Source: an optimization exercise on an open RTL-to-GDS flow (aim: small area, a short achievable clock period and few clock cycles per item). Production flows keep margins and buffers that such runs may drop. The RTL was checked by simulation tests, not by an equivalence proof against the original design. No activity file was given, so power comes from the tool's default toggle rates.

// bounded_deque_with_positional_ops
module bounded_deque_with_positional_ops
(
   input  wire logic    clock,
   input  wire logic    reset,
   input  wire logic    start,
   output logic         busy,
   input  wire logic [39:0] req_data,
   output logic         rsp_strobe,
   output logic [43:0] rsp_data
);
   bdq_pkg::ctl_cmd_type cmd;
   bdq_pkg::word_type    req_value;
   bdq_pkg::rsp_type     rsp_word;
   logic [IDX_W-1:0]     gm1;
   logic [CNT_W-1:0]     count;
   logic                 min_hit;
   bdq_pkg::word_type    rd_word;
   assign rsp_data = rsp_word;
   bdq_ctrl u_ctrl (
      .clock     (clock),
      .reset     (reset),
      .start     (start),
      .req_in    (req_data),
      .min_hit   (min_hit),
      .rd_word   (rd_word),
      .cmd       (cmd),
      .req_value (req_value),
      .gm1       (gm1),
      .count     (count),
      .busy      (busy)
   );
   bdq_datapath u_datapath (
      .clock      (clock),
      .reset      (reset),
      .req_value  (req_value),
      .cmd        (cmd),
      .gm1        (gm1),
      .count      (count),
      .min_hit    (min_hit),
      .rd_word    (rd_word),
      .rsp_strobe (rsp_strobe),
      .rsp_data   (rsp_word)
   );
endmodule
clock: 6.0 ns
lec_check: 0
cap_margin: 20
core_margin: 2
core_utilization: 40
cts_buf_list: sky130_fd_sc_hd__clkbuf_4 sky130_fd_sc_hd__clkbuf_8
cts_cluster_size: 20
place_density: 0.6
setup_slack_margin: 3.3
slew_margin: 20
tns_end_percent: 10
run.sh (not shown) runs the stock make flow with config.mk's settings and CLKGATE_MAP_FILE= SYNTH_SCRIPT=/design/flow/synth_recipe.tcl, a recipe that flattens the netlist after the stock synthesis.
The baseline went through all stages and came out clean.
Testbench counts at the start, summed over its fixed seeds: cycles 8,712, items 8,000.
Edit:
Settings changed: CORE_UTILIZATION 40 to 45, CTS_BUF_LIST sky130_fd_sc_hd__clkbuf_4 sky130_fd_sc_hd__clkbuf_8 to default, CTS_CLUSTER_SIZE 20 to default, PLACE_DENSITY 0.6 to 0.65.
Register-to-register slack improved by 80 ps.
Cell count goes down by 3.1%.
Hold slack loses 8.0 ps.
Design area went up by 0.56%.
First-iteration DRC count fell by 1.4%.
Maximum frequency goes up by 2.4%.
Edit:
Settings changed: SETUP_SLACK_MARGIN 3.3 to 3.5.
With this change the flow completed and failed the layout checks on max-capacitance violations, max-slew violations; via count rises by 0.69%; die area stays the same; global-route usage stays the same; synthesized cell count is unchanged; routed wire length is higher by 0.85%; combinational power increases by about 2%; clock power stays flat; final cell count rose by 0.45%; clock skew barely changes; core utilization is higher by 0.58 points; count of clock-buffer cells in the layout is unchanged.

---

== lagoon ==
Starting RTL as in the previous note.
## bounded_deque_with_positional_ops
module bounded_deque_with_positional_ops
(
   input  wire logic    clock,
   input  wire logic    reset,
   input  wire logic    start,
   output logic         busy,
   input  wire logic [39:0] req_data,
   output logic         rsp_strobe,
   output logic [43:0] rsp_data
);
Settings: LEC_CHECK=0, CAP_MARGIN=20, CORE_MARGIN=2, CORE_UTILIZATION=45, PLACE_DENSITY=0.65, SETUP_SLACK_MARGIN=3.4, SLEW_MARGIN=20, TNS_END_PERCENT=20; clock period 6.0 ns.
lagoon: all stages complete, timing, DRC and antenna checks passed
Testbench counts of lagoon, summed over its fixed seeds: cycles 8,712, items 8,000.
Input-level comparison between delta and lagoon:
--- a/flow/config.mk
+++ b/flow/config.mk
@@ -9,6 +9,8 @@
 export CORE_MARGIN = 2
-export CORE_UTILIZATION = 45
-export PLACE_DENSITY = 0.65
-export SETUP_SLACK_MARGIN = 3.4
+export CORE_UTILIZATION = 40
+export CTS_BUF_LIST = sky130_fd_sc_hd__clkbuf_4 sky130_fd_sc_hd__clkbuf_8
+export CTS_CLUSTER_SIZE = 20
+export PLACE_DENSITY = 0.6
+export SETUP_SLACK_MARGIN = 3.6
 export SLEW_MARGIN = 20
-export TNS_END_PERCENT = 20
+export TNS_END_PERCENT = 10
[summary]
Critical path launch point: u_ctrl.slot_ff[2]$_DFF_P_ -> delta, u_datapath.lval_ff[0][30]$_DFFE_PP_ -> lagoon
Comparing delta and lagoon, the higher via count was measured on delta.
Summary of delta over lagoon: global-route wire length before repair has increased, aggregate routed wire length increased by about 6% relative to the old numbers.
Taking lagoon as the reference, in delta power drawn by the combinational cells fell by about 4%, post-layout instance area fell by 230 µm², share of total power in combinational logic fell by 1.1 points.
Sort delta and lagoon by worst slack after detailed placement, descending, and delta comes first.
delta against lagoon: routing usage on met3 dropped 1.7 points; sequential share of power barely changed.

==> static timing again, ports no longer ideal <==
Ports are ideal in the flow. The routed layouts listed here were re-timed in OpenROAD. Step 1 assumes that a clkbuf_16 drives the clock port and a buf_2 every other input. Step 2 adds t to the input delays and takes it off the output delays; t is the mean of the earliest and latest rising clock arrival at the registers after step 1. Input paths then give back, and output paths get back, about the clock's delay inside the block. a / b / c = no drivers / after step 1 / after step 2; a / b = the first two.
| run | t (ns) | setup slack, ns | clock arrival spread, ns | slew at the worst register clock pin (ns) | cell pins on the clock port's net |
|---|---|---|---|---|---|
| the first run of note 1 | 0.832 | 2.723 / 2.678 / 2.037 | 0.040 / 0.040 | 0.07 / 0.07 | 1 |
| the second run of note 1 | 0.695 | 2.799 / 2.784 / 2.301 | 0.038 / 0.038 | 0.07 / 0.07 | 1 |
| the third run of note 1 | 0.691 | 2.778 / 2.775 / 2.344 | 0.034 / 0.034 | 0.07 / 0.07 | 1 |
| lagoon | 0.692 | 2.656 / 2.656 / 2.656 | 0.029 / 0.029 | 0.07 / 0.07 | 1 |
| delta | 0.824 | 2.725 / 2.682 / 2.075 | 0.042 / 0.042 | 0.07 / 0.07 | 1 |
For the first run of note 1, which loses most, drivers alone change the setup slack by -0.045 ns; drivers and shift together by -0.686 ns.
